This design comes from an exercise in tuning for small area on the open sky130 flow, not from production work.
Function was checked by simulation only, so behaviour that the tests miss may differ from the original.
Power figures rest on the tool's default switching activity, not on a simulated workload.

## flow/run.sh

```bash
#!/bin/bash
# Layout flow: the standard synthesis, then the combinational logic rebuilt
# by gen_netlist.py around the standard synthesis's flip-flops, then the
# standard ORFS layout steps on that netlist, with smaller port buffers and
# clock-tree buffers.
set -euo pipefail
R=orfs/results/sky130hd/reg_file_2r1w/base

# 1. standard synthesis, unchanged
bash standard.sh synth > synth.log 2>&1
cp $R/1_2_yosys.v standard_netlist.v

# 2. hand-mapped logic around the same flip-flops (same names, cells, Q nets)
python3 flow/gen_netlist.py standard_netlist.v custom_netlist.v > gen_netlist.log 2>&1
cp custom_netlist.v $R/1_2_yosys.v
rm -f $R/1_synth.odb

# 3. standard layout steps from the new netlist
export BUFFER_PORTS_ARGS="-buffer_cell sky130_fd_sc_hd__buf_1"
export CTS_ARGS="-sink_clustering_enable -repair_clock_nets -dont_use_dummy_load -buf_list {sky130_fd_sc_hd__clkbuf_4} -sink_clustering_size 10 -sink_clustering_max_diameter 35"
bash standard.sh finish > layout.log 2>&1
```

## flow/gen_netlist.py

```python
#!/usr/bin/env python3
"""Rebuild the combinational logic of reg_file_2r1w around the flip-flops of
the standard synthesis netlist.

usage: gen_netlist.py STANDARD_NETLIST OUT_NETLIST

Every flip-flop instance of the standard netlist is kept as it is (name, cell
type, clock and Q net); only the nets feeding its D/DE/RESET_B pins change.
All other cells are replaced by a hand-mapped netlist:
  * write decode: 4 + 8 predecoded lines, one and2 per register row
  * valid bits:   or2 (valid | we) into the async-reset flip-flop
  * read ports:   predecoded one-hot selects (valid and bypass folded in),
                  then per output bit a222oi groups, nand4/nand3 and or3.
"""
import re
import sys

CELL = 'sky130_fd_sc_hd__'
AREA = {'a222oi_1': 10.0096, 'a22oi_1': 7.5072, 'nand4_1': 6.256, 'nand3_1': 5.0048,
        'nand2_1': 3.7536, 'or3_1': 6.256, 'or2_1': 6.256, 'and2_1': 6.256, 'and2_2': 7.5072,
        'and3_1': 6.256, 'and3_2': 7.5072, 'nor2_1': 3.7536, 'nor3_1': 5.0048,
        'nor4_1': 6.256, 'xor2_1': 8.7584, 'inv_1': 3.7536, 'inv_2': 3.7536,
        'a22o_1': 8.7584, 'xnor2_1': 8.7584, 'nor2_2': 6.256, 'nor3_2': 10.0096,
        'and3_4': 11.2608}


def parse(path):
    txt = open(path).read()
    insts = []
    for m in re.finditer(r'^\s*(sky130_fd_sc_hd__\w+)\s+(\\\S+|[\w$]+)\s*\((.*?)\);', txt, re.M | re.S):
        pins = {p: n.strip() for p, n in re.findall(r'\.(\w+)\(([^()]*)\)', m.group(3))}
        insts.append((m.group(1)[len(CELL):], m.group(2), pins))
    assigns = {}
    for m in re.finditer(r'^\s*assign\s+(.*?)\s*=\s*(.*?)\s*;', txt, re.M):
        assigns[m.group(2).strip()] = m.group(1).strip()
    return insts, assigns


class Net:
    def __init__(self):
        self.cells = []
        self.wires = []
        self.n = 0

    def wire(self, base):
        self.n += 1
        w = 'g_%s_%d' % (base, self.n)
        self.wires.append(w)
        return w

    def cell(self, typ, out_pin, base, **pins):
        y = self.wire(base)
        pins[out_pin] = y
        self.cells.append((typ, pins))
        return y

    def cell_to(self, typ, out_pin, out_net, **pins):
        pins[out_pin] = out_net
        self.cells.append((typ, pins))


def esc(n):
    """escaped identifiers end at whitespace"""
    return n + ' ' if n.startswith('\\') else n


def main():
    std, out = sys.argv[1], sys.argv[2]
    insts, assigns = parse(std)

    flops = [(t, name, pins) for t, name, pins in insts if t.startswith(('df', 'edf', 'sdf'))]
    data = {}   # (i, j) -> (type, name, pins)
    valid = {}  # i -> (type, name, pins)
    for t, name, pins in flops:
        q = pins['Q']
        q = assigns.get(q, q)
        m = re.match(r'^\\r_data\[(\d+)\]$', q) or re.match(r'^r_data\[(\d+)\]$', q)
        v = re.match(r'^\\?r_valid\[(\d+)\]$', q)
        if m:
            k = int(m.group(1))
            data[(k // 32, k % 32)] = (t, name, pins)
        elif v:
            valid[int(v.group(1))] = (t, name, pins)
        else:
            sys.exit('unrecognised flip-flop %s %s Q=%s' % (t, name, q))
    assert sorted(data) == [(i, j) for i in range(1, 32) for j in range(32)], 'data flops'
    assert sorted(valid) == list(range(1, 32)), 'valid flops'
    for (i, j), (t, name, pins) in data.items():
        assert t == 'edfxtp_1' and pins['D'] == 'WriteData[%d]' % j, (i, j, t, pins)
    for i, (t, name, pins) in valid.items():
        assert t == 'dfrtp_1', (i, t)

    N = Net()
    inv = lambda a, base='n': N.cell('inv_1', 'Y', base, A=a)

    def predec2(a0, a1, extra=None, base='lo', strong=False):
        """one-hot decode of {a1, a0}; every line also requires extra == 0."""
        a0n, a1n = inv(a0), inv(a1)
        lines = []
        for k in range(4):
            x0 = a0n if (k & 1) else a0    # nor input must be 0 when bit matches
            x1 = a1n if (k & 2) else a1
            if extra is None:
                lines.append(N.cell('nor2_2' if strong else 'nor2_1', 'Y', base, A=x0, B=x1))
            else:
                lines.append(N.cell('nor3_2' if strong else 'nor3_1', 'Y', base, A=x0, B=x1, C=extra))
        return lines

    def predec3(a2, a3, a4, base='hi'):
        n = [inv(a2), inv(a3), inv(a4)]
        p = [a2, a3, a4]
        lines = []
        for k in range(8):
            xs = [n[b] if (k >> b) & 1 else p[b] for b in range(3)]
            lines.append(N.cell('nor3_1', 'Y', base, A=xs[0], B=xs[1], C=xs[2]))
        return lines

    WR = ['WriteRegister[%d]' % b for b in range(5)]
    rw_n = inv('RegWrite')
    # write decode
    wlo = predec2(WR[0], WR[1], extra=rw_n, base='wlo')
    whi = predec3(WR[2], WR[3], WR[4], base='whi')
    we = {}
    for i in range(1, 32):
        we[i] = N.cell('and2_2', 'X', 'we%d' % i, A=wlo[i % 4], B=whi[i // 4])
    # valid bits
    rst_n = N.cell('inv_2', 'Y', 'rstn', A='Rst')
    vq = {i: valid[i][2]['Q'] for i in valid}
    vd = {i: N.cell('or2_1', 'X', 'vd%d' % i, A=vq[i], B=we[i]) for i in range(1, 32)}

    def read_port(ra, out, bypass):
        RA = ['%s[%d]' % (ra, b) for b in range(5)]
        if bypass:
            # byp = RegWrite & !Rst & (WriteRegister == RA) & (RA != 0)
            e = [N.cell('xnor2_1', 'Y', 'e', A=WR[b], B=RA[b]) for b in range(5)]
            z = N.cell('nor4_1', 'Y', 'z', A=RA[1], B=RA[2], C=RA[3], D=RA[4])
            nz = N.cell('nand2_1', 'Y', 'nz', A=z, B=inv(RA[0]))      # RA != 0
            n1 = N.cell('nand4_1', 'Y', 'bn', A=e[0], B=e[1], C=e[2], D=e[3])
            n2 = N.cell('nand4_1', 'Y', 'bn', A=e[4], B='RegWrite', C=rst_n, D=nz)
            byp = N.cell('nor2_2', 'Y', 'byp', A=n1, B=n2)       # 32 WriteData slots
            bypd = N.cell('nor2_1', 'Y', 'bypd', A=n1, B=n2)     # predecode gating
            lo = predec2(RA[0], RA[1], extra=bypd, base='rlo', strong=True)
        else:
            byp = None
            lo = predec2(RA[0], RA[1], base='rlo', strong=True)
        hi = predec3(RA[2], RA[3], RA[4], base='rhi')
        sel = {i: N.cell('and3_4', 'X', 'sel%d' % i, A=lo[i % 4], B=hi[i // 4], C=vq[i])
               for i in range(1, 32)}
        for j in range(32):
            slots = [(sel[i], data[(i, j)][2]['Q']) for i in range(1, 32)]
            if bypass:
                slots.append((byp, 'WriteData[%d]' % j))
            ys = []
            for g in range(0, len(slots), 3):
                grp = slots[g:g + 3]
                if len(grp) == 3:
                    ys.append(N.cell('a222oi_1', 'Y', 'm', A1=grp[0][0], A2=grp[0][1],
                                     B1=grp[1][0], B2=grp[1][1], C1=grp[2][0], C2=grp[2][1]))
                elif len(grp) == 2:
                    ys.append(N.cell('a22oi_1', 'Y', 'm', A1=grp[0][0], A2=grp[0][1],
                                     B1=grp[1][0], B2=grp[1][1]))
                else:
                    ys.append(N.cell('nand2_1', 'Y', 'm', A=grp[0][0], B=grp[0][1]))
            assert len(ys) == 11
            n0 = N.cell('nand4_1', 'Y', 'c', A=ys[0], B=ys[1], C=ys[2], D=ys[3])
            n1 = N.cell('nand4_1', 'Y', 'c', A=ys[4], B=ys[5], C=ys[6], D=ys[7])
            n2 = N.cell('nand3_1', 'Y', 'c', A=ys[8], B=ys[9], C=ys[10])
            N.cell_to('or3_1', 'X', '%s[%d]' % (out, j), A=n0, B=n1, C=n2)

    read_port('ReadRegister1', 'ReadData1', True)
    read_port('ReadRegister2', 'ReadData2', True)
    read_port('DebugRegister', 'DebugData', False)

    # emit
    L = []
    L.append('module reg_file_2r1w(Clk, Rst, ReadRegister1, ReadRegister2, WriteRegister, '
             'WriteData, RegWrite, DebugRegister, ReadData1, ReadData2, DebugData);')
    for d, w, n in [('input', 1, 'Clk'), ('input', 1, 'Rst'), ('input', 5, 'ReadRegister1'),
                    ('input', 5, 'ReadRegister2'), ('input', 5, 'WriteRegister'),
                    ('input', 32, 'WriteData'), ('input', 1, 'RegWrite'),
                    ('input', 5, 'DebugRegister'), ('output', 32, 'ReadData1'),
                    ('output', 32, 'ReadData2'), ('output', 32, 'DebugData')]:
        rng = '' if w == 1 else '[%d:0] ' % (w - 1)
        L.append('  %s %s%s;' % (d, rng, n))
        L.append('  wire %s%s;' % (rng, n))
    qnets = set()
    for t, name, pins in flops:
        qnets.add(pins['Q'])
    for q in sorted(qnets):
        L.append('  wire %s;' % esc(q))
    for w in N.wires:
        L.append('  wire %s;' % w)
    # flip-flops, keeping name, type, clock and Q
    for (i, j), (t, name, pins) in sorted(data.items()):
        L.append('  %s%s %s (.CLK(%s), .D(WriteData[%d]), .DE(%s), .Q(%s));'
                 % (CELL, t, name, pins['CLK'], j, we[i], esc(pins['Q'])))
    for i, (t, name, pins) in sorted(valid.items()):
        L.append('  %s%s %s (.CLK(%s), .D(%s), .Q(%s), .RESET_B(%s));'
                 % (CELL, t, name, pins['CLK'], vd[i], esc(pins['Q']), rst_n))
    area = 0.0
    for k, (t, pins) in enumerate(N.cells):
        area += AREA[t]
        conn = ', '.join('.%s(%s)' % (p, esc(n)) for p, n in pins.items())
        L.append('  %s%s g_u_%d (%s);' % (CELL, t, k, conn))
    L.append('endmodule')
    open(out, 'w').write('\n'.join(L) + '\n')
    seq = 992 * 30.0288 + 31 * 25.024
    sys.stderr.write('gen_netlist: %d logic cells, logic area %.1f, with flops %.1f\n'
                     % (len(N.cells), area, area + seq))


if __name__ == '__main__':
    main()
```

## standard.sh

```bash
#!/bin/bash
# synth_recipe.tcl (not shown) runs the flow's synth.tcl, then flattens the netlist and writes it again
# the make line also repeats each setting of config.mk as NAME=value (left out here)
make -C /OpenROAD-flow-scripts/flow DESIGN_CONFIG=/design/flow/config.mk WORK_HOME=/design/flow/orfs CLKGATE_MAP_FILE= SYNTH_SCRIPT=/design/flow/synth_recipe.tcl "${@:-finish}"
```

## config.mk

```make
export PLATFORM = sky130hd
export DESIGN_NAME = reg_file_2r1w
export DESIGN_NICKNAME = reg_file_2r1w
export VERILOG_FILES = /design/flow/design.v
export SDC_FILE = /design/flow/constraint.sdc
export NUM_CORES = 8
export LEC_CHECK = 0
export CAP_MARGIN = 20
export CORE_MARGIN = 2
export CORE_UTILIZATION = 40
export GPL_TIMING_DRIVEN = 0
export PLACE_DENSITY = 0.5
export SETUP_SLACK_MARGIN = 0.2
export SLEW_MARGIN = 20
```

## constraint.sdc

```tcl
create_clock -name core_clock -period 8.0 [get_ports {Clk}]
set_input_delay 1.6000 -clock core_clock [delete_from_list [all_inputs] [get_ports {Clk}]]
set_output_delay 1.6000 -clock core_clock [all_outputs]
set_load 0.01 [all_outputs]
```

## design.v

```verilog
module reg_file_2r1w #(
   parameter int                    DATA_WIDTH = 32,
   parameter logic [DATA_WIDTH-1:0] SP_RESET   = '0
) (
   input  logic                  Clk,
   input  logic                  Rst,
   input  logic [4:0]            ReadRegister1,
   input  logic [4:0]            ReadRegister2,
   input  logic [4:0]            WriteRegister,
   input  logic [DATA_WIDTH-1:0] WriteData,
   input  logic                  RegWrite,
   input  logic [4:0]            DebugRegister,
   output logic [DATA_WIDTH-1:0] ReadData1,
   output logic [DATA_WIDTH-1:0] ReadData2,
   output logic [DATA_WIDTH-1:0] DebugData
);
   localparam logic [4:0] SP_INDEX = 5'd29;
   logic [31:0][DATA_WIDTH-1:0] r_data;
   logic [31:0]           r_valid;
   logic [31:0]           w_we;
   always_comb begin
      for (int i = 0; i < 32; i++)
         w_we[i] = RegWrite && (WriteRegister == 5'(i)) && (i != 0);
   end
   logic [31:0] w_hold;
   always_comb begin
      for (int i = 0; i < 32; i++)
         w_hold[i] = !RegWrite || (WriteRegister != 5'(i));
   end
   always_ff @(posedge Clk or posedge Rst) begin
      if (Rst) r_valid <= '0;
      else     r_valid <= r_valid | w_we;
   end
   always_ff @(posedge Clk) begin
      for (int i = 1; i < 32; i++)
         r_data[i] <= ({DATA_WIDTH{w_we[i]}} & WriteData) | ({DATA_WIDTH{w_hold[i]}} & r_data[i]);
   end
   logic w_bypass1, w_bypass2;
   assign w_bypass1 = RegWrite && !Rst && (WriteRegister == ReadRegister1) && (ReadRegister1 != 5'd0);
   assign w_bypass2 = RegWrite && !Rst && (WriteRegister == ReadRegister2) && (ReadRegister2 != 5'd0);
   always_comb begin
      ReadData1 = '0;
      ReadData2 = '0;
      DebugData = '0;
      for (int i = 1; i < 32; i++) begin
         ReadData1 |= {DATA_WIDTH{(ReadRegister1 == 5'(i)) && r_valid[i] && !w_bypass1}} & r_data[i];
         ReadData2 |= {DATA_WIDTH{(ReadRegister2 == 5'(i)) && r_valid[i] && !w_bypass2}} & r_data[i];
         DebugData |= {DATA_WIDTH{(DebugRegister == 5'(i)) && r_valid[i]}} & r_data[i];
      end
      ReadData1 |= {DATA_WIDTH{w_bypass1}} & WriteData;
      ReadData2 |= {DATA_WIDTH{w_bypass2}} & WriteData;
   end
endmodule
```

==> reports/metrics.csv, run 1 <==
stage,metric,value,unit
global_routing,GR Util met1,46.5,%
clocking,cts bufs inserted,190,
synthesis,syn_area_per_cell,16.6,sq um
sta,Slew Limit Fails,0,
worst_hold_path,class of the worst hold path,register to register,
synthesis,Yosys Warn Count,1,
setup_path,Critical Path AT,5360,ps
sta,Setup TNS,0,ps
power_and_ir_drop,Comb pwr share,9.7,%
power_and_ir_drop,Peak VDD IR,0.147,mV
floorplanning,Die H,340,um
global_routing,first-pass GRT wire length,290,mm
floorplanning,Die ar.,115000,sq um
setup_path,cell chain of the critical path,buf_1 -> nor4_1 -> nand2_1 -> nand4_1 -> nor2_1 -> nor3_2 -> and3_4 -> a222oi_1 -> nand4_1 -> or3_1 -> buf_1,
sta,final period utilization,87.0,%
clocking,CTS Hold Buffers Added,0,
layout,nets,3111,
sta,Slew headroom,19.9,%
clocking,CTS tree,yes,
sta,Layout Skew,0,ps
power_and_ir_drop,switching part of the total power,26.7,%
global_routing,global route total overflow,0,
sta,final number of setup-violating endpoints,0,
drt,1st-iter DRT viols,13119,
power_and_ir_drop,Internal,0.00728,W
sta,Final min period,6960,ps
drt,DR DRC count,0,
floorplanning,Starting Density,40.2,%
clocking,Post-CTS Resized,0,
floorplanning,row cnt,123,
global_routing,largest net degree at the start of global routing,34,
sta,setup ws final,1040,ps
place,Port Buffers,150,
global_routing,vias in the first global route,37660,
clocking,clk sink count,1023,
synthesis,area of the mapped netlist,45100,sq um
setup_path,Crit-path slowest cell,and3_4,
power_and_ir_drop,net load switching power,0.00265,W
setup_path,CP Launch Type,input port,
clocking,Clock Root Buffer,clkbuf_4,
drt,WL/cell,47.4,um
drt,Antenna Nets Post-Route,0,
power_and_ir_drop,clock network fraction of total power,29.3,%
setup_path,Setup CP Type,input port to output port,
setup_path,worst setup path startpoint,ReadRegister1[2],
drt,drt total wl,217,mm
global_routing,gr busiest metal,met2,
sta,Slew @ Worst Pin,1200,ps
global_routing,GRT Util Overall,35.9,%
place,gpl congestion,0.994,
power_and_ir_drop,Reg power frac,61.0,%
power_and_ir_drop,pwr dens,202,nW/um^2
drt,vias post-DR,38895,
worst_hold_path,hold_sp,r_valid[28],
sta,Fmax,144,MHz
setup_path,"CP delay by family, top",simple AND/OR/NAND/NOR gates,
power_and_ir_drop,leakage,14.9,nW
setup_path,Crit path required time,6400,ps
flow_run,Max-cap violations,0,
clocking,Clock Latency Late Sink,1060,ps
clocking,clock buffer depth,3,
sta,Final Hold Fails,0,
place,post-place setup slack,1140,ps
synthesis,"Net Count, Synth",2767,
layout,"commonest non-fill, non-tap cell in the layout",edfxtp_1,
clocking,htree depth,4,
clocking,postcts setup bufs,0,
synthesis,Cells after Synth,2712,
run_status,outcome,"complete, no violations",
place,Post-DP HPWL,114,mm
setup_path,CP Capture Type,output port,
drt,first-pass detailed-route iteration total,15,
setup_path,"Largest stage delay, worst path",900,ps
global_routing,initial antenna violation count,14,
setup_path,worst r2r src,r_valid[7],
layout,"commonest cells after routing, fill and taps aside","edfxtp_1 (992), a222oi_1 (960), nand4_1 (196)",
setup_path,Critical path buffers and inverters,2,
floorplanning,placeable core area,112000,sq um
floorplanning,I/O pins,151,
drt,DR vias/cell,8.51,
clocking,clk slew on worst S/H paths,50,ps
sta,RSZ-0062 raised after global routing,no,
setup_path,"critical path fanouts, max",32,
layout,fill count,10134,
global_routing,met2 GRT Util,51.1,%
layout,layout cells sized above 1,12.0,%
floorplanning,die width,340,um
global_routing,met3 usage,12.7,%
layout,Layout Area Growth over Synthesis,9.04,%
## final cells by class
type / count / area (sq um) / area share, %
diodes: 18 / 45.0 / 0.0917
clock buffers: 190 / 1430 / 2.90
inverters: 24 / 90.1 / 0.183
multi-input cells: 1665 / 14500 / 29.5
flip-flops and latches: 1023 / 30600 / 62.2
well taps: 1500 / 1880 / 3.82
repair buffers: 152 / 658 / 1.34
## through the flow
step	hold WS (ps)	util (%)	instance area [sq um]	std cells	total power, W
2_1_floorplan	483	-	45100	2712	0.00652
3_3_place_gp	498	42.4	47500	4362	0.00705
3_5_place_dp	510	42.5	47700	4364	0.00707
4_1_cts	478	43.8	49100	4554	0.00990
5_1_grt	541	43.8	49100	4560	0.0102
6_report	528	43.9	49100	4572	0.00993
## routing by layer
layer	routed length, um	vias up
met1	74100	19034
met5	0	-
met2	90700	4458
li1	-	14603
met4	15700	0
met3	36200	800
## final timing paths
check	to	slack, ps	cells past startpoint
min in group asynchronous	r_valid[14]	560	2
min reg2reg	r_valid[28]	530	1
min	r_valid[28]	530	1
max reg2reg	r_valid[7]	7210	1
max in group asynchronous	r_valid[11]	6810	2
max	ReadData1[2]	1040	11
## power groups by stage
| stage | Sequential (W) | Clock [W] | Combinational, W |
|---|---|---|---|
| floorplan | 0.00615 | 0 | 0.000377 |
| global placement | 0.00616 | 0 | 0.000885 |
| detailed placement | 0.00617 | 0 | 0.000905 |
| CTS | 0.00605 | 0.00295 | 0.000907 |
| global route | 0.00606 | 0.00317 | 0.000963 |
| finish | 0.00606 | 0.00291 | 0.000959 |
==> inputs of run 2 (changes only) <==
--- a/flow/run.sh
+++ b/flow/run.sh
@@ -19,3 +19,3 @@
 export BUFFER_PORTS_ARGS="-buffer_cell sky130_fd_sc_hd__buf_1"
-export CTS_ARGS="-sink_clustering_enable -repair_clock_nets -dont_use_dummy_load -buf_list {sky130_fd_sc_hd__clkbuf_4} -sink_clustering_size 10 -sink_clustering_max_diameter 35"
+export CTS_ARGS="-sink_clustering_enable -repair_clock_nets -dont_use_dummy_load -buf_list {sky130_fd_sc_hd__clkbuf_4 sky130_fd_sc_hd__clkbuf_8}"
 bash standard.sh finish > layout.log 2>&1
--- a/config.mk
+++ b/config.mk
@@ -9,5 +9,4 @@
 export CORE_MARGIN = 2
-export CORE_UTILIZATION = 40
+export CORE_UTILIZATION = 45
 export GPL_TIMING_DRIVEN = 0
-export PLACE_DENSITY = 0.5
 export SETUP_SLACK_MARGIN = 0.2
==> reports/metrics.csv, run 2 <==
stage,metric,value,unit
run_status,outcome,"complete, no violations",
global_routing,GRT Util Overall,38.8,%
setup_path,Setup CP Type,input port to output port,
setup_path,CP Launch Type,input port,
global_routing,initial antenna violation count,7,
clocking,htree depth,4,
floorplanning,row cnt,116,
clocking,CTS Hold Buffers Added,0,
clocking,clock buffer depth,3,
setup_path,cell chain of the critical path,buf_1 -> inv_2 -> nand4_1 -> nor2_1 -> nor3_2 -> and3_4 -> a222oi_1 -> nand4_1 -> or3_1 -> buf_1,
layout,sequential cell area,30600,sq um
synthesis,Cells after Synth,2712,
layout,"commonest cells after routing, fill and taps aside","edfxtp_1 (992), a222oi_1 (960), nand4_1 (196)",
layout,nets,3091,
drt,drt total wl,207,mm
global_routing,largest net degree at the start of global routing,34,
floorplanning,placeable core area,99700,sq um
sta,Slew headroom,19.1,%
layout,"Cell Count, Final, Fillers Out",4342,
sta,final period utilization,86.7,%
setup_path,Crit-path slowest cell,inv_2,
sta,Final Hold Fails,0,
place,gpl congestion,0.957,
layout,layout cells sized above 1,11.4,%
global_routing,global route total overflow,0,
clocking,clk sink count,1023,
floorplanning,die width,320,um
clocking,CTS tree,yes,
place,Post-DP HPWL,109,mm
sta,Slew Limit Fails,0,
setup_path,Crit path required time,6400,ps
setup_path,"Largest stage delay, worst path",580,ps
drt,1st-iter DRT viols,14891,
global_routing,first-pass GRT wire length,280,mm
global_routing,vias in the first global route,37089,
clocking,Clock Root Buffer,clkbuf_8,
sta,Final min period,6940,ps
layout,"commonest non-fill, non-tap cell in the layout",edfxtp_1,
clocking,clk slew on worst S/H paths,50,ps
clocking,Clock Latency Late Sink,820,ps
synthesis,area of the mapped netlist,45100,sq um
clocking,postcts setup bufs,0,
layout,fill count,8269,
sta,Slew @ Worst Pin,1210,ps
floorplanning,Die ar.,103000,sq um
floorplanning,I/O pins,151,
sta,minimum hold slack,532,ps
place,placed cells,4162,
clocking,Post-CTS Resized,0,
sta,Fmax,144,MHz
setup_path,Critical path buffers and inverters,3,
power_and_ir_drop,Peak VDD IR,0.102,mV
drt,DR vias/cell,9.04,
flow_run,Max-cap violations,0,
drt,Antenna Nets Post-Route,0,
drt,DR DRC count,0,
power_and_ir_drop,leakage,15.3,nW
drt,first-pass detailed-route iteration total,15,
drt,vias post-DR,39239,
worst_hold_path,class of the worst hold path,register to register,
sta,final number of setup-violating endpoints,0,
floorplanning,Starting Density,45.2,%
sta,Setup TNS,0,ps
power_and_ir_drop,pwr dens,217,nW/um^2
synthesis,Yosys Warn Count,1,
synthesis,syn_area_per_cell,16.6,sq um
layout,area of the multi-input gates,14500,sq um
floorplanning,Die H,320,um
clocking,cts bufs inserted,169,
setup_path,"CP delay by family, top",simple AND/OR/NAND/NOR gates,
layout,final core utilization,49.9,%
setup_path,CP Capture Type,output port,
layout,Layout Area Growth over Synthesis,10.4,%
power_and_ir_drop,Design Power,0.0108,W
place,Port Buffers,150,
setup_path,"critical path fanouts, max",33,
drt,WL/cell,47.7,um
sta,Layout Skew,0,ps
setup_path,Critical Path AT,5340,ps
synthesis,"Net Count, Synth",2767,
sta,RSZ-0062 raised after global routing,no,
## run 2: cell types whose count changed in the layout (fill, tap and decap cells not counted), sizes merged
cell | previous run | this run
clkbuf | 190 | 169
diode | 18 | 10
buf | 152 | 153
## run 2: metrics by stage
stage               setup slack, ps  area, sq um
finish                         1060        49800
global route                    950        49700
global placement               1340        47200
detailed placement             1250        47400
floorplan                      2670        45100
CTS                            1240        49700
## run 2: power by group
part | internal, W | switching (W)
registers | 0.00598 | 0.0000840
logic | 0.000232 | 0.000715
clock network | 0.00185 | 0.00193
total | 0.00807 | 0.00273
## run 2: worst paths after layout
| path | start | end | slack [ps] | cells after the start |
|---|---|---|---|---|
| max | Rst | ReadData1[10] | 1060 | 10 |
| min | r_valid[31] | r_valid[31] | 530 | 1 |
| max reg2reg | r_valid[22] | r_valid[22] | 7190 | 1 |
| min reg2reg | r_valid[31] | r_valid[31] | 530 | 1 |
| max in group asynchronous | Rst | r_valid[10] | 6570 | 2 |
| min in group asynchronous | Rst | r_valid[29] | 900 | 2 |
## run 2: area by class of cell
class                   instances  share of cell area (%)
multi-input cells            1665                    29.1
inverters                      24                   0.181
diodes                         10                  0.0503
repair buffers                153                    1.33
clock buffers                 169                    4.67
flip-flops and latches       1023                    61.4
well taps                    1298                    3.26
## run 2: routing by layer
layer  vias up  GRT usage [%]  part of all wire (%)
met5         -          0.426                0.0096
met3       877           12.9                    18
met4         2           23.7                   7.4
met1     18974           52.0                    33
met2      4894           54.7                    41
li1      14492              -                     -
==> inputs of run 3 (changes only) <==
==> design.v (replaced) <==
module reg_file_2r1w #(
   parameter int                    DATA_WIDTH = 32,
   parameter logic [DATA_WIDTH-1:0] SP_RESET   = '0
) (
   input  logic                  Clk,
   input  logic                  Rst,
   input  logic [4:0]            ReadRegister1,
   input  logic [4:0]            ReadRegister2,
   input  logic [4:0]            WriteRegister,
   input  logic [DATA_WIDTH-1:0] WriteData,
   input  logic                  RegWrite,
   input  logic [4:0]            DebugRegister,
   output logic [DATA_WIDTH-1:0] ReadData1,
   output logic [DATA_WIDTH-1:0] ReadData2,
   output logic [DATA_WIDTH-1:0] DebugData
);
   logic [31:0][DATA_WIDTH-1:0] r_data;
   logic [31:0]                 r_valid;
   logic [31:0]                 w_we;
   always_comb begin
      for (int i = 0; i < 32; i++)
         w_we[i] = RegWrite && (WriteRegister == 5'(i)) && (i != 0);
   end
   always_ff @(posedge Clk or posedge Rst) begin
      if (Rst) r_valid <= '0;
      else     r_valid <= r_valid | w_we;
   end
   logic [31:0]                 w_keep;
   logic [31:0][DATA_WIDTH-1:0] w_next;
   assign w_keep = ~w_we;
   for (genvar i = 1; i < 32; i++) begin : g_row
      for (genvar j = 0; j < DATA_WIDTH; j++) begin : g_col
         rf_hold u_hold (.we(w_we[i]), .wd(WriteData[j]), .keep(w_keep[i]), .q(r_data[i][j]),
                         .d(w_next[i][j]));
      end
   end
   always_ff @(posedge Clk) begin
      for (int i = 1; i < 32; i++)
         r_data[i] <= w_next[i];
   end
   logic w_bypass1, w_bypass2;
   assign w_bypass1 = RegWrite && !Rst && (WriteRegister == ReadRegister1) && (ReadRegister1 != 5'd0);
   assign w_bypass2 = RegWrite && !Rst && (WriteRegister == ReadRegister2) && (ReadRegister2 != 5'd0);
   logic [31:0] w_sel1, w_sel2, w_seld;
   always_comb begin
      w_sel1[0] = w_bypass1;
      w_sel2[0] = w_bypass2;
      w_seld[0] = 1'b0;
      for (int i = 1; i < 32; i++) begin
         w_sel1[i] = (ReadRegister1 == 5'(i)) && r_valid[i] && !w_bypass1;
         w_sel2[i] = (ReadRegister2 == 5'(i)) && r_valid[i] && !w_bypass2;
         w_seld[i] = (DebugRegister == 5'(i)) && r_valid[i];
      end
   end
   for (genvar j = 0; j < DATA_WIDTH; j++) begin : g_bit
      logic [31:0] w_col;    
      assign w_col[0] = WriteData[j];
      for (genvar i = 1; i < 32; i++) begin : g_reg
         assign w_col[i] = r_data[i][j];
      end
      rf_read_bit32 u_rd1 (.sel(w_sel1),       .d(w_col),       .y(ReadData1[j]));
      rf_read_bit32 u_rd2 (.sel(w_sel2),       .d(w_col),       .y(ReadData2[j]));
      rf_read_dbg31 u_dbg (.sel(w_seld[31:1]), .d(w_col[31:1]), .y(DebugData[j]));
   end
endmodule
module rf_read_bit32 (
   input  logic [31:0] sel,
   input  logic [31:0] d,
   output logic        y
);
   logic w_n0;
   rf_nand2      u_0 (.a(sel[0]), .b(d[0]), .y(w_n0));
   rf_read_bit31 u_r (.sel(sel[31:1]), .d(d[31:1]), .extra_n(w_n0), .y(y));
endmodule
module rf_read_bit31 (
   input  logic [30:0] sel,
   input  logic [30:0] d,
   input  logic        extra_n,
   output logic        y
);
   logic [11:0] w_n;
   for (genvar g = 0; g < 10; g++) begin : g_aoi
      rf_aoi222 u (.a1(sel[3*g]), .a2(d[3*g]), .b1(sel[3*g+1]), .b2(d[3*g+1]),
                   .c1(sel[3*g+2]), .c2(d[3*g+2]), .y(w_n[g]));
   end
   rf_nand2 u_last (.a(sel[30]), .b(d[30]), .y(w_n[10]));
   assign w_n[11] = extra_n;
   rf_or_n12 u_or (.n(w_n), .y(y));
endmodule
module rf_read_dbg31 (
   input  logic [30:0] sel,
   input  logic [30:0] d,
   output logic        y
);
   logic [10:0] w_n;
   for (genvar g = 0; g < 10; g++) begin : g_aoi
      rf_aoi222 u (.a1(sel[3*g]), .a2(d[3*g]), .b1(sel[3*g+1]), .b2(d[3*g+1]),
                   .c1(sel[3*g+2]), .c2(d[3*g+2]), .y(w_n[g]));
   end
   rf_nand2 u_last (.a(sel[30]), .b(d[30]), .y(w_n[10]));
   rf_or_n11 u_or (.n(w_n), .y(y));
endmodule
module rf_or_n11 (
   input  logic [10:0] n,
   output logic        y
);
   logic w_a, w_b, w_c;
   rf_nand4 u_a (.a(n[0]), .b(n[1]), .c(n[2]),  .d(n[3]), .y(w_a));
   rf_nand4 u_b (.a(n[4]), .b(n[5]), .c(n[6]),  .d(n[7]), .y(w_b));
   rf_nand3 u_c (.a(n[8]), .b(n[9]), .c(n[10]),           .y(w_c));
   rf_or3   u_y (.a(w_a),  .b(w_b),  .c(w_c),             .y(y));
endmodule
module rf_or_n12 (
   input  logic [11:0] n,
   output logic        y
);
   logic w_a, w_b, w_c;
   rf_nand4 u_a (.a(n[0]), .b(n[1]), .c(n[2]),  .d(n[3]),  .y(w_a));
   rf_nand4 u_b (.a(n[4]), .b(n[5]), .c(n[6]),  .d(n[7]),  .y(w_b));
   rf_nand4 u_c (.a(n[8]), .b(n[9]), .c(n[10]), .d(n[11]), .y(w_c));
   rf_or3   u_y (.a(w_a),  .b(w_b),  .c(w_c),              .y(y));
endmodule
module rf_hold (input logic we, wd, keep, q, output logic d);
   assign d = (we && wd) || (keep && q);
endmodule
module rf_aoi222 (input logic a1, a2, b1, b2, c1, c2, output logic y);
   assign y = !((a1 && a2) || (b1 && b2) || (c1 && c2));
endmodule
module rf_nand2 (input logic a, b, output logic y);
   assign y = !(a && b);
endmodule
module rf_nand3 (input logic a, b, c, output logic y);
   assign y = !(a && b && c);
endmodule
module rf_nand4 (input logic a, b, c, d, output logic y);
   assign y = !(a && b && c && d);
endmodule
module rf_or3 (input logic a, b, c, output logic y);
   assign y = a || b || c;
endmodule
--- a/flow/run.sh
+++ b/flow/run.sh
@@ -14,4 +14,10 @@
 python3 flow/gen_netlist.py standard_netlist.v custom_netlist.v > gen_netlist.log 2>&1
-cp custom_netlist.v $R/1_2_yosys.v
-rm -f $R/1_synth.odb
+# prove it equivalent to the standard netlist; keep the standard one otherwise
+sed "s#LIBERTY#$FLOW_HOME/platforms/$FLOW_PLATFORM/lib/sky130_fd_sc_hd__tt_025C_1v80.lib#" \
+  flow/equiv.ys > equiv.ys
+YOSYS=$(command -v yosys || echo "$FLOW_HOME/../tools/install/yosys/bin/yosys")
+if "$YOSYS" -q -l equiv.log equiv.ys > /dev/null 2>&1; then
+  cp custom_netlist.v $R/1_2_yosys.v
+  rm -f $R/1_synth.odb
+fi
 
@@ -19,3 +25,3 @@
 export BUFFER_PORTS_ARGS="-buffer_cell sky130_fd_sc_hd__buf_1"
-export CTS_ARGS="-sink_clustering_enable -repair_clock_nets -dont_use_dummy_load -buf_list {sky130_fd_sc_hd__clkbuf_4 sky130_fd_sc_hd__clkbuf_8}"
+export CTS_ARGS="-sink_clustering_enable -repair_clock_nets -dont_use_dummy_load -buf_list {sky130_fd_sc_hd__clkbuf_4} -sink_clustering_size 9 -sink_clustering_max_diameter 35"
 bash standard.sh finish > layout.log 2>&1
==> flow/equiv.ys (new file) <==
# Proves custom_netlist.v does what standard_netlist.v does: same flip-flops
# (paired by name), same next-state and output functions.
read_liberty -ignore_miss_func LIBERTY
read_verilog standard_netlist.v
rename reg_file_2r1w gold
read_verilog custom_netlist.v
rename reg_file_2r1w gate
flatten
opt_clean
async2sync
equiv_make gold gate equiv
hierarchy -top equiv
equiv_simple -seq 1
equiv_induct
equiv_status -assert
--- a/flow/gen_netlist.py
+++ b/flow/gen_netlist.py
@@ -9,3 +9,4 @@
 All other cells are replaced by a hand-mapped netlist:
-  * write decode: 4 + 8 predecoded lines, one and2 per register row
+  * write decode: 4 + 8 predecoded lines, one and2 (write) and one nand2
+                  (hold) per register row, and an a22o per data bit
   * valid bits:   or2 (valid | we) into the async-reset flip-flop
@@ -23,3 +24,3 @@
         'a22o_1': 8.7584, 'xnor2_1': 8.7584, 'nor2_2': 6.256, 'nor3_2': 10.0096,
-        'and3_4': 11.2608}
+        'and3_4': 11.2608, 'nand2_2': 6.256}
 
@@ -74,6 +75,5 @@
     for t, name, pins in flops:
-        q = pins['Q']
-        q = assigns.get(q, q)
-        m = re.match(r'^\\r_data\[(\d+)\]$', q) or re.match(r'^r_data\[(\d+)\]$', q)
-        v = re.match(r'^\\?r_valid\[(\d+)\]$', q)
+        # registers are recognised by instance name (r_data[N]$..., r_valid[N]$...)
+        m = re.match(r'^\\?r_data\[(\d+)\]\$', name)
+        v = re.match(r'^\\?r_valid\[(\d+)\]\$', name)
         if m:
@@ -84,3 +84,3 @@
         else:
-            sys.exit('unrecognised flip-flop %s %s Q=%s' % (t, name, q))
+            sys.exit('unrecognised flip-flop %s %s' % (t, name))
     assert sorted(data) == [(i, j) for i in range(1, 32) for j in range(32)], 'data flops'
@@ -88,3 +88,3 @@
     for (i, j), (t, name, pins) in data.items():
-        assert t == 'edfxtp_1' and pins['D'] == 'WriteData[%d]' % j, (i, j, t, pins)
+        assert t == 'dfxtp_1', (i, j, t)
     for i, (t, name, pins) in valid.items():
@@ -122,5 +122,11 @@
     whi = predec3(WR[2], WR[3], WR[4], base='whi')
-    we = {}
+    we, keep = {}, {}
     for i in range(1, 32):
         we[i] = N.cell('and2_2', 'X', 'we%d' % i, A=wlo[i % 4], B=whi[i // 4])
+        keep[i] = N.cell('nand2_2', 'Y', 'keep%d' % i, A=wlo[i % 4], B=whi[i // 4])
+    # data bits: take WriteData when written, else hold
+    dnet = {}
+    for (i, j), (t, name, pins) in sorted(data.items()):
+        dnet[(i, j)] = N.cell('a22o_1', 'X', 'hold', A1=we[i], A2='WriteData[%d]' % j,
+                              B1=keep[i], B2=pins['Q'])
     # valid bits
@@ -194,4 +200,4 @@
     for (i, j), (t, name, pins) in sorted(data.items()):
-        L.append('  %s%s %s (.CLK(%s), .D(WriteData[%d]), .DE(%s), .Q(%s));'
-                 % (CELL, t, name, pins['CLK'], j, we[i], esc(pins['Q'])))
+        L.append('  %s%s %s (.CLK(%s), .D(%s), .Q(%s));'
+                 % (CELL, t, name, pins['CLK'], dnet[(i, j)], esc(pins['Q'])))
     for i, (t, name, pins) in sorted(valid.items()):
@@ -206,3 +212,3 @@
     open(out, 'w').write('\n'.join(L) + '\n')
-    seq = 992 * 30.0288 + 31 * 25.024
+    seq = 992 * 20.0192 + 31 * 25.024
     sys.stderr.write('gen_netlist: %d logic cells, logic area %.1f, with flops %.1f\n'
--- a/config.mk
+++ b/config.mk
@@ -9,5 +9,8 @@
 export CORE_MARGIN = 2
-export CORE_UTILIZATION = 45
+export CORE_UTILIZATION = 40
 export GPL_TIMING_DRIVEN = 0
+export PLACE_DENSITY = 0.5
 export SETUP_SLACK_MARGIN = 0.2
 export SLEW_MARGIN = 20
+export SYNTH_HIERARCHICAL = 1
+export SYNTH_MINIMUM_KEEP_SIZE = 0
==> reports/metrics.csv, run 3 <==
stage,metric,value,unit
run_status,outcome,"complete, no violations",
clocking,CTS Hold Buffers Added,0,
drt,first-pass detailed-route iteration total,14,
sta,Slew Limit Fails,0,
global_routing,first-pass GRT wire length,366,mm
drt,WL/cell,49.3,um
clocking,postcts setup bufs,0,
clocking,clock buffer depth,3,
sta,Fmax,136,MHz
sta,final period utilization,92.1,%
setup_path,r2r setup slk,7220,ps
clocking,clk sink count,1023,
setup_path,Crit path required time,6400,ps
flow_run,Max-cap violations,0,
global_routing,global route total overflow,0,
floorplanning,Die H,336,um
place,post-place setup slack,982,ps
power_and_ir_drop,pwr dens,249,nW/um^2
power_and_ir_drop,Design Power,0.0121,W
place,Post-DP HPWL,136,mm
layout,nets,4176,
clocking,htree depth,4,
synthesis,"Net Count, Synth",3790,
layout,Layout Area Growth over Synthesis,11.0,%
floorplanning,I/O pins,151,
layout,Top Registers,"r_data x992, r_valid x31",
setup_path,"critical path fanouts, max",33,
floorplanning,placeable core area,109000,sq um
drt,DR DRC count,0,
synthesis,area of the mapped netlist,44000,sq um
drt,vias post-DR,49337,
floorplanning,Die ar.,113000,sq um
synthesis,Yosys Warn Count,7,
synthesis,syn_area_per_cell,11.8,sq um
floorplanning,Starting Density,40.4,%
drt,1st-iter DRT viols,13260,
setup_path,CP Capture Type,output port,
clocking,CTS tree,yes,
power_and_ir_drop,Peak VDD IR,0.135,mV
setup_path,Setup CP Type,input port to output port,
drt,DR vias/cell,8.90,
sta,Final min period,7370,ps
worst_hold_path,class of the worst hold path,register to register,
layout,max FFs per register,992,
layout,largest register by flop count,r_data,
drt,drt total wl,273,mm
layout,layout cells sized above 1,10.9,%
floorplanning,row cnt,121,
sta,Layout Skew,0,ps
global_routing,vias in the first global route,46368,
global_routing,GRT Util Overall,46.2,%
sta,setup ws final,633,ps
clocking,clk slew on worst S/H paths,50,ps
sta,Slew headroom,14.1,%
floorplanning,die width,336,um
global_routing,initial antenna violation count,26,
layout,"commonest cells after routing, fill and taps aside","a22o_1 (992), dfxtp_1 (992), a222oi_1 (960)",
sta,final number of setup-violating endpoints,0,
clocking,cts bufs inserted,201,
sta,Setup TNS,0,ps
setup_path,Critical Path AT,5770,ps
layout,fill count,10295,
drt,Antenna Nets Post-Route,0,
sta,Slew @ Worst Pin,1290,ps
clocking,Post-CTS Resized,0,
place,Port Buffers,150,
sta,Final Hold Fails,0,
global_routing,largest net degree at the start of global routing,34,
place,gpl congestion,0.965,
clocking,Clock Latency Late Sink,1170,ps
sta,RSZ-0062 raised after global routing,no,
setup_path,CP Launch Type,input port,
power_and_ir_drop,leakage,19.0,nW
synthesis,Cells after Synth,3735,
clocking,Clock Root Buffer,clkbuf_4,
## run 3: changes by cell type in the layout (fill, tap and decap cells not counted), sizes merged, moves of 30 or more
cell | previous run | this run
a22o | 0 | 992
buf | 153 | 183
clkbuf | 169 | 201
dfxtp | 0 | 992
edfxtp | 992 | 0
nand2 | 34 | 65
## run 3: per-layer routing
layer / part of all wire (%) / global-route usage [%] / vias to the layer above
li1: - / - / 18793
met1: 35 / 56.7 / 23765
met2: 39 / 62.2 / 5442
met3: 17 / 22.0 / 1319
met4: 8.5 / 33.7 / 18
met5: 0.076 / 1.06 / -
## run 3: path summary, 6_finish.rpt
path / start / to / cells past startpoint
setup / recovery: Rst / ReadData1[26] / 10
hold / removal: r_data[441] / r_data[441] / 1
setup reg to reg: r_valid[21] / r_valid[21] / 1
hold reg to reg: r_data[441] / r_data[441] / 1
max in group asynchronous: Rst / r_valid[11] / 2
min in group asynchronous: Rst / r_valid[15] / 2
## run 3: final cells by class
type                            instances  area (sq um)  share of cell area [%]
Antenna cell                           12          30.0                  0.0615
Clock buffer                          201          1510                    3.09
Multi-Input combinational cell       2688         23500                    48.2
Sequential cell                      1023         20600                    42.2
Timing Repair Buffer                  183          1290                    2.65
Inverter                               24          90.1                   0.184
Tap cell                             1414          1770                    3.62
## run 3: power breakdown
part | internal, W | leakage, nW | total (W) | switching [W]
Clock | 0.00114 | 0.925 | 0.00313 | 0.00199
Combinational | 0.000879 | 9.43 | 0.00184 | 0.000965
Sequential | 0.00612 | 8.61 | 0.00718 | 0.00106
Total | 0.00813 | 19.0 | 0.0121 | 0.00402
## run 3: critical path: stages
cell      delay, ps
buf_1           170
inv_2           640
nand4_1         290
nor2_1          380
nor3_2          230
and3_4          420
a222oi_1        420
nand4_1         680
or3_1           690
buf_1           170
## run 3: through the flow
stage	cell area [sq um]	util [%]	instances	hold WS, ps
2_1_floorplan	44000	-	3735	483
3_5_place_dp	47200	43.3	5330	505
6_report	48900	44.8	5545	524
5_1_grt	48800	44.8	5540	537
3_3_place_gp	46300	42.5	5299	499
4_1_cts	48800	44.7	5531	525
==> inputs of run 4 (changes only) <==
--- a/flow/run.sh
+++ b/flow/run.sh
@@ -24,3 +24,3 @@
 # 3. standard layout steps from the new netlist
-export BUFFER_PORTS_ARGS="-buffer_cell sky130_fd_sc_hd__buf_1"
+export BUFFER_PORTS_ARGS="-buffer_cell sky130_fd_sc_hd__buf_2"
 export CTS_ARGS="-sink_clustering_enable -repair_clock_nets -dont_use_dummy_load -buf_list {sky130_fd_sc_hd__clkbuf_4} -sink_clustering_size 9 -sink_clustering_max_diameter 35"
--- a/flow/gen_netlist.py
+++ b/flow/gen_netlist.py
@@ -9,4 +9,4 @@
 All other cells are replaced by a hand-mapped netlist:
-  * write decode: 4 + 8 predecoded lines, one and2 (write) and one nand2
-                  (hold) per register row, and an a22o per data bit
+  * write decode: 4 + 8 predecoded lines, per register row an and2 (write)
+                  and an inverter (hold), and an a22o per data bit
   * valid bits:   or2 (valid | we) into the async-reset flip-flop
@@ -24,3 +24,4 @@
         'a22o_1': 8.7584, 'xnor2_1': 8.7584, 'nor2_2': 6.256, 'nor3_2': 10.0096,
-        'and3_4': 11.2608, 'nand2_2': 6.256}
+        'and3_4': 11.2608, 'nand2_2': 6.256, 'nor2_4': 11.2608, 'and2_4': 8.7584,
+        'nand2_4': 11.2608}
 
@@ -120,3 +121,3 @@
     # write decode
-    wlo = predec2(WR[0], WR[1], extra=rw_n, base='wlo')
+    wlo = predec2(WR[0], WR[1], extra=rw_n, base='wlo', strong=True)
     whi = predec3(WR[2], WR[3], WR[4], base='whi')
@@ -124,4 +125,4 @@
     for i in range(1, 32):
-        we[i] = N.cell('and2_2', 'X', 'we%d' % i, A=wlo[i % 4], B=whi[i // 4])
-        keep[i] = N.cell('nand2_2', 'Y', 'keep%d' % i, A=wlo[i % 4], B=whi[i // 4])
+        we[i] = N.cell('and2_4', 'X', 'we%d' % i, A=wlo[i % 4], B=whi[i // 4])
+        keep[i] = N.cell('inv_2', 'Y', 'keep%d' % i, A=we[i])
     # data bits: take WriteData when written, else hold
@@ -145,3 +146,3 @@
             n2 = N.cell('nand4_1', 'Y', 'bn', A=e[4], B='RegWrite', C=rst_n, D=nz)
-            byp = N.cell('nor2_2', 'Y', 'byp', A=n1, B=n2)       # 32 WriteData slots
+            byp = N.cell('nor2_4', 'Y', 'byp', A=n1, B=n2)       # 32 WriteData slots
             bypd = N.cell('nor2_1', 'Y', 'bypd', A=n1, B=n2)     # predecode gating
==> reports/metrics.csv, run 4 <==
stage,metric,value,unit
run_status,outcome,"complete, no violations",
place,Post-DP HPWL,139,mm
synthesis,"Net Count, Synth",3790,
power_and_ir_drop,net load switching power,0.00402,W
setup_path,Critical Path AT,6010,ps
floorplanning,I/O pins,151,
sta,Slew @ Worst Pin,1280,ps
power_and_ir_drop,leakage,18.7,nW
setup_path,Critical path buffers and inverters,3,
sta,Layout Skew,0,ps
drt,drt total wl,276,mm
sta,Slew Limit Fails,0,
global_routing,met3 usage,21.8,%
layout,"commonest cells after routing, fill and taps aside","a22o_1 (992), dfxtp_1 (992), a222oi_1 (960)",
setup_path,"CP delay by family, top",simple AND/OR/NAND/NOR gates,
global_routing,global route total overflow,0,
global_routing,gr busiest metal,met2,
global_routing,initial antenna violation count,21,
global_routing,largest net degree at the start of global routing,35,
power_and_ir_drop,Comb pwr share,15.2,%
sta,RSZ-0062 raised after global routing,no,
sta,Slew headroom,14.4,%
layout,Layout Area Growth over Synthesis,9.49,%
drt,WL/cell,50.0,um
power_and_ir_drop,Internal,0.00812,W
global_routing,GR Util met1,56.3,%
clocking,clk sink count,1023,
clocking,Clock Latency Late Sink,1130,ps
place,Port Buffers,150,
sta,Final Hold Fails,0,
setup_path,"Largest stage delay, worst path",820,ps
drt,DR vias/cell,9.19,
power_and_ir_drop,pwr dens,252,nW/um^2
clocking,Post-CTS Resized,0,
drt,first-pass detailed-route iteration total,15,
layout,Top Registers,"r_data x992, r_valid x31",
clocking,CTS tree,yes,
setup_path,cell chain of the critical path,buf_2 -> inv_2 -> nand4_1 -> nor2_1 -> nor3_2 -> and3_4 -> a222oi_1 -> nand4_1 -> or3_1 -> buf_2,
floorplanning,Die ar.,113000,sq um
global_routing,vias in the first global route,48828,
power_and_ir_drop,Peak VDD IR,0.106,mV
clocking,postcts setup bufs,0,
clocking,clock buffer depth,3,
clocking,htree depth,4,
power_and_ir_drop,Reg power frac,59.4,%
sta,final period utilization,95.1,%
floorplanning,row cnt,121,
drt,DR DRC count,0,
worst_hold_path,class of the worst hold path,register to register,
floorplanning,die width,336,um
clocking,Clock Root Buffer,clkbuf_4,
setup_path,Setup CP Type,input port to output port,
setup_path,"critical path fanouts, max",33,
sta,Fmax,131,MHz
synthesis,syn_area_per_cell,11.8,sq um
setup_path,CP Capture Type,output port,
global_routing,met2 GRT Util,63.0,%
layout,fill count,10150,
global_routing,first-pass GRT wire length,373,mm
synthesis,area of the mapped netlist,44000,sq um
floorplanning,placeable core area,109000,sq um
global_routing,GRT Util Overall,46.7,%
setup_path,CP Launch Type,input port,
place,placed inst area,46600,sq um
flow_run,Max-cap violations,0,
sta,minimum hold slack,517,ps
floorplanning,Starting Density,40.4,%
layout,post-route cell area,48200,sq um
power_and_ir_drop,switching part of the total power,33.1,%
layout,max FFs per register,992,
drt,Antenna Nets Post-Route,0,
drt,1st-iter DRT viols,13960,
floorplanning,Die H,336,um
clocking,cts bufs inserted,198,
synthesis,Cells after Synth,3735,
sta,Setup TNS,0,ps
drt,vias post-DR,50781,
clocking,CTS Hold Buffers Added,0,
setup_path,Crit path required time,6400,ps
layout,largest register by flop count,r_data,
sta,final number of setup-violating endpoints,0,
sta,Final min period,7610,ps
setup_path,Crit-path slowest cell,nand4_1,
clocking,clk slew on worst S/H paths,40,ps
layout,layout cells sized above 1,12.9,%
synthesis,Yosys Warn Count,7,
place,gpl congestion,0.945,
power_and_ir_drop,clock network fraction of total power,25.4,%
layout,nets,4145,
-- run 4: area by class of cell --
cell class | count | area [sq um] | share of cell area (%)
multi-input cells | 2657 | 23200 | 48.1
repair buffers | 155 | 851 | 1.77
well taps | 1414 | 1770 | 3.67
clock buffers | 198 | 1490 | 3.09
flip-flops and latches | 1023 | 20600 | 42.8
inverters | 55 | 215 | 0.447
diodes | 24 | 60.1 | 0.125
-- run 4: metal layers --
layer,routed length (um),vias to the layer above
met1,96000,24561
li1,-,18714
met4,25100,8
met2,108000,5998
met5,48,-
met3,47300,1500
-- run 4: power by group through the flow --
stage	Sequential [W]	Combinational, W	Clock [W]
floorplan	0.00698	0.00112	0
global placement	0.00711	0.00170	0
detailed placement	0.00723	0.00176	0
CTS	0.00714	0.00176	0.00308
global route	0.00733	0.00192	0.00330
finish	0.00721	0.00185	0.00308
-- run 4: path summary, 6_finish.rpt --
kind                             start      endpoint  slack (ps)  depth (start not counted)
max in group asynchronous          Rst   r_valid[16]        6750                          2
min in group asynchronous          Rst   r_valid[14]         670                          2
max                                Rst  ReadData2[1]         390                         10
max reg2reg                r_valid[20]   r_valid[20]        7200                          1
min reg2reg                r_valid[24]   r_valid[24]         520                          1
min                        r_valid[24]   r_valid[24]         520                          1
-- run 4: per-stage QoR --
| step | cells | util [%] | power [W] | worst slack, ps |
|---|---|---|---|---|
| 2_1_floorplan | 3735 | - | 0.00810 | 2610 |
| 3_3_place_gp | 5299 | 42.7 | 0.00881 | 976 |
| 3_5_place_dp | 5303 | 42.8 | 0.00899 | 887 |
| 4_1_cts | 5501 | 44.1 | 0.0120 | 882 |
| 5_1_grt | 5515 | 44.2 | 0.0125 | 258 |
| 6_report | 5526 | 44.2 | 0.0121 | 394 |
==> inputs of run 5 (changes only) <==
--- a/design.v
+++ b/design.v
@@ -17,3 +17,3 @@
    logic [31:0][DATA_WIDTH-1:0] r_data;
-   logic [31:0]                 r_valid;
+   logic                        r_clear;
    logic [31:0]                 w_we;
@@ -21,7 +21,7 @@
       for (int i = 0; i < 32; i++)
-         w_we[i] = RegWrite && (WriteRegister == 5'(i)) && (i != 0);
+         w_we[i] = RegWrite && !Rst && (WriteRegister == 5'(i)) && (i != 0);
    end
    always_ff @(posedge Clk or posedge Rst) begin
-      if (Rst) r_valid <= '0;
-      else     r_valid <= r_valid | w_we;
+      if (Rst) r_clear <= 1'b1;
+      else     r_clear <= 1'b0;
    end
@@ -29,3 +29,3 @@
    logic [31:0][DATA_WIDTH-1:0] w_next;
-   assign w_keep = ~w_we;
+   assign w_keep = ~(w_we | {32{r_clear}});
    for (genvar i = 1; i < 32; i++) begin : g_row
@@ -49,5 +49,5 @@
       for (int i = 1; i < 32; i++) begin
-         w_sel1[i] = (ReadRegister1 == 5'(i)) && r_valid[i] && !w_bypass1;
-         w_sel2[i] = (ReadRegister2 == 5'(i)) && r_valid[i] && !w_bypass2;
-         w_seld[i] = (DebugRegister == 5'(i)) && r_valid[i];
+         w_sel1[i] = (ReadRegister1 == 5'(i)) && !r_clear && !w_bypass1;
+         w_sel2[i] = (ReadRegister2 == 5'(i)) && !r_clear && !w_bypass2;
+         w_seld[i] = (DebugRegister == 5'(i)) && !r_clear;
       end
--- a/flow/gen_netlist.py
+++ b/flow/gen_netlist.py
@@ -11,4 +11,5 @@
                   and an inverter (hold), and an a22o per data bit
-  * valid bits:   or2 (valid | we) into the async-reset flip-flop
-  * read ports:   predecoded one-hot selects (valid and bypass folded in),
+  * reset:        the clear flag (async set by Rst) gates the read selects
+                  and the hold rails, so each clock edge clears unwritten rows
+  * read ports:   predecoded one-hot selects (clear and bypass folded in),
                   then per output bit a222oi groups, nand4/nand3 and or3.
@@ -25,3 +26,3 @@
         'and3_4': 11.2608, 'nand2_2': 6.256, 'nor2_4': 11.2608, 'and2_4': 8.7584,
-        'nand2_4': 11.2608}
+        'nand2_4': 11.2608, 'inv_4': 6.256, 'conb_1': 3.7536}
 
@@ -74,7 +75,6 @@
     data = {}   # (i, j) -> (type, name, pins)
-    valid = {}  # i -> (type, name, pins)
+    clear = []  # [(type, name, pins)]
     for t, name, pins in flops:
-        # registers are recognised by instance name (r_data[N]$..., r_valid[N]$...)
+        # registers are recognised by instance name (r_data[N]$..., r_clear$...)
         m = re.match(r'^\\?r_data\[(\d+)\]\$', name)
-        v = re.match(r'^\\?r_valid\[(\d+)\]\$', name)
         if m:
@@ -82,4 +82,4 @@
             data[(k // 32, k % 32)] = (t, name, pins)
-        elif v:
-            valid[int(v.group(1))] = (t, name, pins)
+        elif re.match(r'^\\?r_clear\$', name):
+            clear.append((t, name, pins))
         else:
@@ -87,7 +87,5 @@
     assert sorted(data) == [(i, j) for i in range(1, 32) for j in range(32)], 'data flops'
-    assert sorted(valid) == list(range(1, 32)), 'valid flops'
+    assert len(clear) == 1 and clear[0][0].startswith('dfstp_'), 'clear flop'
     for (i, j), (t, name, pins) in data.items():
         assert t == 'dfxtp_1', (i, j, t)
-    for i, (t, name, pins) in valid.items():
-        assert t == 'dfrtp_1', (i, t)
 
@@ -119,4 +117,9 @@
     WR = ['WriteRegister[%d]' % b for b in range(5)]
-    rw_n = inv('RegWrite')
-    # write decode
+    rst_n = N.cell('inv_1', 'Y', 'rstn', A='Rst')
+    # clear flag: set by Rst, cleared by the first clock edge with Rst low
+    cq = clear[0][2]['Q']
+    cq_n = inv(cq, 'clrn')
+    zero = N.cell('conb_1', 'LO', 'zero')
+    # write decode; a write needs RegWrite & !Rst
+    rw_n = N.cell('nand2_1', 'Y', 'rwn', A='RegWrite', B=rst_n)
     wlo = predec2(WR[0], WR[1], extra=rw_n, base='wlo', strong=True)
@@ -126,4 +129,5 @@
         we[i] = N.cell('and2_4', 'X', 'we%d' % i, A=wlo[i % 4], B=whi[i // 4])
-        keep[i] = N.cell('inv_2', 'Y', 'keep%d' % i, A=we[i])
-    # data bits: take WriteData when written, else hold
+        keep[i] = N.cell('inv_2', 'Y', 'keep%d' % i,
+                         A=N.cell('or2_1', 'X', 'keepn%d' % i, A=we[i], B=cq))
+    # data bits: WriteData when written, else zero while clearing, else hold
     dnet = {}
@@ -132,6 +136,2 @@
                               B1=keep[i], B2=pins['Q'])
-    # valid bits
-    rst_n = N.cell('inv_2', 'Y', 'rstn', A='Rst')
-    vq = {i: valid[i][2]['Q'] for i in valid}
-    vd = {i: N.cell('or2_1', 'X', 'vd%d' % i, A=vq[i], B=we[i]) for i in range(1, 32)}
 
@@ -146,10 +146,12 @@
             n2 = N.cell('nand4_1', 'Y', 'bn', A=e[4], B='RegWrite', C=rst_n, D=nz)
-            byp = N.cell('nor2_4', 'Y', 'byp', A=n1, B=n2)       # 32 WriteData slots
-            bypd = N.cell('nor2_1', 'Y', 'bypd', A=n1, B=n2)     # predecode gating
-            lo = predec2(RA[0], RA[1], extra=bypd, base='rlo', strong=True)
+            byp_n = N.cell('or2_1', 'X', 'bypn', A=n1, B=n2)
+            byp = N.cell('inv_4', 'Y', 'byp', A=byp_n)            # 32 WriteData slots
+            # predecode gating: bypass or clearing
+            gate = N.cell('nand2_1', 'Y', 'gate', A=byp_n, B=cq_n)
+            lo = predec2(RA[0], RA[1], extra=gate, base='rlo', strong=True)
         else:
             byp = None
-            lo = predec2(RA[0], RA[1], base='rlo', strong=True)
+            lo = predec2(RA[0], RA[1], extra=cq, base='rlo', strong=True)
         hi = predec3(RA[2], RA[3], RA[4], base='rhi')
-        sel = {i: N.cell('and3_4', 'X', 'sel%d' % i, A=lo[i % 4], B=hi[i // 4], C=vq[i])
+        sel = {i: N.cell('and2_4', 'X', 'sel%d' % i, A=lo[i % 4], B=hi[i // 4])
                for i in range(1, 32)}
@@ -203,5 +205,5 @@
                  % (CELL, t, name, pins['CLK'], dnet[(i, j)], esc(pins['Q'])))
-    for i, (t, name, pins) in sorted(valid.items()):
-        L.append('  %s%s %s (.CLK(%s), .D(%s), .Q(%s), .RESET_B(%s));'
-                 % (CELL, t, name, pins['CLK'], vd[i], esc(pins['Q']), rst_n))
+    for t, name, pins in clear:
+        L.append('  %s%s %s (.CLK(%s), .D(%s), .Q(%s), .SET_B(%s));'
+                 % (CELL, t, name, pins['CLK'], zero, esc(pins['Q']), rst_n))
     area = 0.0
@@ -213,3 +215,3 @@
     open(out, 'w').write('\n'.join(L) + '\n')
-    seq = 992 * 20.0192 + 31 * 25.024
+    seq = 992 * 20.0192 + 26.2752
     sys.stderr.write('gen_netlist: %d logic cells, logic area %.1f, with flops %.1f\n'
==> reports/metrics.csv, run 5 <==
stage,metric,value,unit
floorplanning,Die ar.,110000,sq um
sta,RSZ-0062 raised after global routing,no,
layout,final core utilization,44.1,%
layout,max FFs per register,992,
power_and_ir_drop,leakage,16.7,nW
drt,first-pass detailed-route iteration total,17,
power_and_ir_drop,Reg power frac,58.4,%
drt,1st-iter DRT viols,13589,
power_and_ir_drop,switching part of the total power,28.3,%
global_routing,GRT Util Overall,46.6,%
global_routing,vias in the first global route,48253,
setup_path,Crit path required time,6400,ps
layout,largest register by flop count,r_data,
place,Port Buffers,150,
power_and_ir_drop,pwr dens,182,nW/um^2
sta,final number of setup-violating endpoints,0,
floorplanning,row cnt,120,
power_and_ir_drop,net load switching power,0.00244,W
floorplanning,placeable core area,107000,sq um
clocking,Clock Latency Late Sink,1220,ps
sta,Slew Limit Fails,0,
sta,Final min period,6820,ps
layout,layout cells sized above 1,12.9,%
clocking,Post-CTS Resized,0,
clocking,htree depth,4,
drt,DR DRC count,0,
power_and_ir_drop,Internal,0.00616,W
layout,"commonest cells after routing, fill and taps aside","a22o_1 (992), dfxtp_1 (992), a222oi_1 (960)",
synthesis,Cells after Synth,3709,
clocking,clk sink count,993,
drt,drt total wl,273,mm
place,gpl congestion,0.964,
layout,Top Registers,"r_data x992, r_clear x1",
setup_path,"critical path fanouts, max",32,
drt,vias post-DR,50194,
setup_path,CP Capture Type,output port,
global_routing,largest net degree at the start of global routing,37,
clocking,clk slew on worst S/H paths,60,ps
power_and_ir_drop,Comb pwr share,6.4,%
floorplanning,Starting Density,40.3,%
worst_hold_path,hold_sp,r_data[617],
global_routing,first-pass GRT wire length,368,mm
setup_path,worst reg2reg endpoint,r_data[378],
clocking,Clock Root Buffer,clkbuf_4,
sta,Layout Skew,102,ps
sta,final period utilization,85.3,%
global_routing,global route total overflow,0,
clocking,CTS tree,yes,
clocking,clock buffer depth,3,
place,placed inst area,45600,sq um
sta,Slew headroom,8.99,%
sta,minimum hold slack,525,ps
layout,post-route cell area,47100,sq um
setup_path,worst r2r src,r_clear,
setup_path,Reg2Reg Depth,3,
floorplanning,I/O pins,151,
synthesis,Yosys Warn Count,7,
layout,Layout Area Growth over Synthesis,9.48,%
clocking,CTS Hold Buffers Added,0,
floorplanning,Die H,332,um
setup_path,r2r setup slk,5250,ps
power_and_ir_drop,clock network fraction of total power,35.2,%
place,Post-DP HPWL,137,mm
sta,Setup TNS,0,ps
worst_hold_path,class of the worst hold path,register to register,
setup_path,Setup CP Type,input port to output port,
synthesis,area of the mapped netlist,43000,sq um
sta,Final Hold Fails,0,
drt,DR vias/cell,9.15,
floorplanning,die width,332,um
power_and_ir_drop,Peak VDD IR,0.112,mV
drt,Antenna Nets Post-Route,0,
clocking,postcts setup bufs,0,
layout,nets,4114,
sta,Fmax,147,MHz
worst_hold_path,Worst Hold Endpoint,r_data[617],
clocking,cts bufs inserted,196,
setup_path,Critical Path AT,5220,ps
synthesis,syn_area_per_cell,11.6,sq um
run_status,outcome,"complete, no violations",
drt,WL/cell,49.7,um
sta,Slew @ Worst Pin,1370,ps
global_routing,initial antenna violation count,29,
flow_run,Max-cap violations,0,
worst_hold_path,Min-Delay Path Depth,1,
setup_path,CP Launch Type,input port,
synthesis,"Net Count, Synth",3764,
## run 5: through the flow
| step | power (W) | cells | worst slack (ps) |
|---|---|---|---|
| floorplan | 0.00530 | 3709 | 2980 |
| global placement | 0.00562 | 5262 | 1510 |
| detailed placement | 0.00563 | 5264 | 1520 |
| CTS | 0.00855 | 5460 | 1510 |
| global route | 0.00878 | 5472 | 1070 |
| finish | 0.00860 | 5485 | 1180 |
## run 5: cell type report
class                           instances  area [sq um]
Fill cell                            9956         59800
Multi-Input combinational cell       2659         22900
Sequential cell                       993         19900
Tap cell                             1403          1760
Clock buffer                          196          1470
Timing Repair Buffer                  152           791
Inverter                               57           221
Antenna cell                           25          62.6
## run 5: metal layers
metal / share of wire (%) / global-route usage (%)
met5: 0.11 / 1.09
met4: 9.2 / 38.0
met3: 17 / 20.7
met2: 40 / 64.3
met1: 34 / 55.3
## run 5: power by group through the flow
stage | combinational [W] | sequential, W | clock [W]
floorplan | 0.000175 | 0.00512 | 0
global route | 0.000529 | 0.00503 | 0.00323
global placement | 0.000489 | 0.00513 | 0
detailed placement | 0.000502 | 0.00513 | 0
CTS | 0.000503 | 0.00502 | 0.00303
finish | 0.000547 | 0.00502 | 0.00303
## run 5: critical path, stage by stage
cell      delay [ps]
buf_2            160
nor4_1           280
nand2_1           80
nand4_1           90
or2_1            200
nand2_1          210
nor3_2           450
and2_4           760
a222oi_1         230
nand4_1          540
or3_1            380
buf_2            210
## run 5: how the worst max path moves through the flow
stage                          start            end  slack (ps)  depth (start not counted)
finish              ReadRegister1[1]  ReadData1[27]        1180                         12
global route        ReadRegister1[3]  ReadData1[31]        1070                         11
CTS                 ReadRegister2[1]   ReadData2[0]        1510                         12
detailed placement  ReadRegister2[1]   ReadData2[0]        1520                         12
global placement    ReadRegister2[1]  ReadData2[31]        1510                         12
floorplan           WriteRegister[3]   ReadData1[0]        2980                          9

what the ideal ports hide:
In the flow no input, the clock included, has a driving cell. The finished layouts below were timed again as built, in two steps.
Step 1 (the two cells are an assumption about what drives the block):
set clk [get_ports {Clk}]
set_driving_cell -lib_cell sky130_fd_sc_hd__clkbuf_16 $clk
set_driving_cell -lib_cell sky130_fd_sc_hd__buf_2 [delete_from_list [all_inputs] $clk]
Step 2 adds t to the input delays and takes it off the output delays; t is the mean of the earliest and latest rising clock arrival at the registers after step 1. Input paths then give back, and output paths get back, about the clock's delay inside the block.
Three values: ideal, step 1, step 2; two values: the first two.
| run | shift t [ns] | setup WS [ns] | worst setup path at the end | worst slew at a driven data input, ns |
|---|---|---|---|---|
| run 1 | 1.175 | 1.036 / 1.014 / 1.014 | input to output | 0.07 |
| run 2 | 0.907 | 1.065 / 1.046 / 1.046 | input to output | 0.08 |
| run 3 | 1.221 | 0.633 / 0.605 / 0.605 | input to output | 0.14 |
| run 4 | 1.227 | 0.394 / 0.370 / 0.370 | input to output | 0.10 |
| run 5 | 1.214 | 1.177 / 1.152 / 1.152 | input to output | 0.15 |
After both steps setup and hold are still met in every run listed. The setup slack of run 3, which loses most, moves by -0.028 ns with the drivers and by -0.028 ns with both steps.
